This design comes from an exercise in tuning for small area on the open sky130 flow, not from production work.
RTL that was checked went through simulation tests only; none was proved equivalent to the original.

## dc_out_cal
module dc_out_cal #(
    parameter int NUM_CH    = 2,
    parameter int IN_W      = 16,
    parameter int DAC_W     = 12,
    parameter int SLOPE_W   = 16,
    parameter int CAL_SCALE = 11,
    parameter int IN_SHIFT  = 3,
    parameter int STEP_W    = 12
) (
    input  logic                      clk,
    input  logic                      reset,
    input  logic                      sample_tick,
    input  logic [NUM_CH-1:0]         enable,
    input  logic [NUM_CH*IN_W-1:0]    dc_ofs,
    input  logic [NUM_CH*SLOPE_W-1:0] slope,
    input  logic [NUM_CH*DAC_W-1:0]   intercept,
    input  logic                      clip_clr,
    input  logic [STEP_W-1:0]         slew_step,
    output logic [NUM_CH*DAC_W-1:0]   dac_word,
    output logic                      dac_valid,
    output logic [NUM_CH-1:0]         clip
);
Size: about 170 flip-flops, roughly 130 I/O pins, about 19000 sq um of cells after synthesis.
==> module dc_out_cal, before the edit <==
module dc_out_cal #(
    parameter int NUM_CH    = 2,
    parameter int IN_W      = 16,
    parameter int DAC_W     = 12,
    parameter int SLOPE_W   = 16,
    parameter int CAL_SCALE = 11,
    parameter int IN_SHIFT  = 3,
    parameter int STEP_W    = 12
) (
    input  logic                      clk,
    input  logic                      reset,
    input  logic                      sample_tick,
    input  logic [NUM_CH-1:0]         enable,
    input  logic [NUM_CH*IN_W-1:0]    dc_ofs,
    input  logic [NUM_CH*SLOPE_W-1:0] slope,
    input  logic [NUM_CH*DAC_W-1:0]   intercept,
    input  logic                      clip_clr,
    input  logic [STEP_W-1:0]         slew_step,
    output logic [NUM_CH*DAC_W-1:0]   dac_word,
    output logic                      dac_valid,
    output logic [NUM_CH-1:0]         clip
);
    localparam int S_W    = IN_W - IN_SHIFT;           
    localparam logic [DAC_W-1:0] MID_CODE = {1'b1, {(DAC_W - 1){1'b0}}};
    logic v1_reg, v2_reg, v3_reg, dac_valid_reg;
    always_ff @(posedge clk or posedge reset) begin
        if (reset) begin
            v1_reg        <= 1'b0;
            v2_reg        <= 1'b0;
            v3_reg        <= 1'b0;
            dac_valid_reg <= 1'b0;
        end else begin
            v1_reg        <= sample_tick;
            v2_reg        <= v1_reg;
            v3_reg        <= v2_reg;
            dac_valid_reg <= v3_reg;
        end
    end
    assign dac_valid = dac_valid_reg;
    genvar gi;
    generate
        for (gi = 0; gi < NUM_CH; gi++) begin : g_lane
            logic [17:0]      u;
            logic             neg, over;
            logic [DAC_W-1:0] tgt;
            logic             sat;
            logic [S_W-1:0]     s1_reg;
            logic [SLOPE_W-1:0] slope1_reg;
            logic [DAC_W-1:0]   icpt1_reg;
            always_ff @(posedge clk) begin
                s1_reg     <= dc_ofs[gi*IN_W + IN_SHIFT +: S_W];
                slope1_reg <= slope[gi*SLOPE_W +: SLOPE_W];
                icpt1_reg  <= intercept[gi*DAC_W +: DAC_W] ^ MID_CODE;
            end
            dc_cal_arith u_arith (
                .a(s1_reg),
                .b(slope1_reg),
                .c(icpt1_reg),
                .q(u)
            );
            always_comb begin
                neg  = u[17];
                over = |u[16:DAC_W];
                sat  = neg | over;
                tgt  = neg ? '0 : (over ? '1 : u[DAC_W-1:0]);
            end
            logic [DAC_W-1:0] tgt2_reg, tgt3_reg;
            logic             sat2_reg, sat3_reg;
            logic             en1_reg, en2_reg, en3_reg;
            always_ff @(posedge clk) begin
                en1_reg  <= enable[gi];
                tgt2_reg <= tgt;
                sat2_reg <= sat;
                en2_reg  <= en1_reg;
                tgt3_reg <= tgt2_reg;
                sat3_reg <= sat2_reg;
                en3_reg  <= en2_reg;
            end
            logic             upd;
            logic [DAC_W-1:0] code_reg;
            logic             clip_reg;
            logic             up, lim;
            logic [DAC_W:0]   mv;
            logic [DAC_W-1:0] code_next;
            always_comb begin
                upd = v3_reg & en3_reg;
                up  = tgt3_reg > code_reg;
                mv  = up ? {1'b0, code_reg} + {1'b0, slew_step}
                         : {1'b0, code_reg} - {1'b0, slew_step};
                lim = (slew_step != '0) && (up ? (mv < {1'b0, tgt3_reg})
                                               : (!mv[DAC_W] && mv[DAC_W-1:0] > tgt3_reg));
                code_next = lim ? mv[DAC_W-1:0] : tgt3_reg;
            end
            always_ff @(posedge clk or posedge reset) begin
                if (reset) begin
                    code_reg <= MID_CODE;
                    clip_reg <= 1'b0;
                end else begin
                    if (upd)
                        code_reg <= code_next;
                    clip_reg <= (clip_reg & ~clip_clr) | (upd & sat3_reg);
                end
            end
            assign dac_word[gi*DAC_W +: DAC_W] = code_reg;
            assign clip[gi]                    = clip_reg;
        end
    endgenerate
endmodule
Settings: LEC_CHECK=0, CAP_MARGIN=20, CORE_MARGIN=2, CORE_UTILIZATION=40, GPL_TIMING_DRIVEN=0, SLEW_MARGIN=20; clock period 7.0 ns.
run.sh (not shown) runs the stock make flow with config.mk's settings and CLKGATE_MAP_FILE= SYNTH_SCRIPT=/design/flow/synth_recipe.tcl, a recipe that flattens the netlist after the stock synthesis.
Change:
--- a/flow/design.v
+++ b/flow/design.v
@@ -41,39 +41,33 @@
     generate
         for (gi = 0; gi < NUM_CH; gi++) begin : g_lane
             logic [17:0]      u;
             logic             neg, over;
             logic [DAC_W-1:0] tgt;
             logic             sat;
-            logic [S_W-1:0]     s1_reg;
-            logic [SLOPE_W-1:0] slope1_reg;
-            logic [DAC_W-1:0]   icpt1_reg;
-            always_ff @(posedge clk) begin
-                s1_reg     <= dc_ofs[gi*IN_W + IN_SHIFT +: S_W];
-                slope1_reg <= slope[gi*SLOPE_W +: SLOPE_W];
-                icpt1_reg  <= intercept[gi*DAC_W +: DAC_W] ^ MID_CODE;
-            end
             dc_cal_arith u_arith (
-                .a(s1_reg),
-                .b(slope1_reg),
-                .c(icpt1_reg),
+                .a(dc_ofs[gi*IN_W + IN_SHIFT +: S_W]),
+                .b(slope[gi*SLOPE_W +: SLOPE_W]),
+                .c(intercept[gi*DAC_W +: DAC_W] ^ MID_CODE),
                 .q(u)
             );
             always_comb begin
                 neg  = u[17];
                 over = |u[16:DAC_W];
                 sat  = neg | over;
                 tgt  = neg ? '0 : (over ? '1 : u[DAC_W-1:0]);
             end
-            logic [DAC_W-1:0] tgt2_reg, tgt3_reg;
-            logic             sat2_reg, sat3_reg;
+            logic [DAC_W-1:0] tgt1_reg, tgt2_reg, tgt3_reg;
+            logic             sat1_reg, sat2_reg, sat3_reg;
             logic             en1_reg, en2_reg, en3_reg;
             always_ff @(posedge clk) begin
+                tgt1_reg <= tgt;
+                sat1_reg <= sat;
                 en1_reg  <= enable[gi];
-                tgt2_reg <= tgt;
-                sat2_reg <= sat;
+                tgt2_reg <= tgt1_reg;
+                sat2_reg <= sat1_reg;
                 en2_reg  <= en1_reg;
                 tgt3_reg <= tgt2_reg;
                 sat3_reg <= sat2_reg;
                 en3_reg  <= en2_reg;
             end
             logic             upd;
Fmax drops by about 2.6%.
First-iteration DRC count increases by 17%.
Global-route usage hardly moves.
Flip-flop and latch count goes down by 56.
Non-clock buffer count went up by 68.
Only the layout flow was run in the first run of this note; the RTL was not checked for function there.

==> re-timing with driven ports <==
Ports are ideal in the flow. The routed layouts listed here were re-timed in OpenROAD. Step 1 sets driving cells, clkbuf_16 on the clock port and buf_2 on the other inputs (assumed; they add their load-dependent delay and slew). Step 2 moves the port delays by t, midway between the first and last clock arrival at a register: inputs arrive t later, outputs are due t later. That takes back most of the time a late clock gives input paths. a / b / c = ideal / step 1 / step 2; a / b = the first two.
run | t (ns) | slack for setup (ns) | clock arrival spread, ns
the first run | 0.544 | 0.285 / 0.285 / 0.285 | 0.022 / 0.022
the second run | 0.457 | 0.107 / 0.124 / -0.333 | 0.009 / 0.010
With both steps, setup timing fails in the second run, where it was met with ideal ports. For the second run, which loses most, drivers alone change the setup slack by +0.017 ns; drivers and shift together by -0.440 ns.
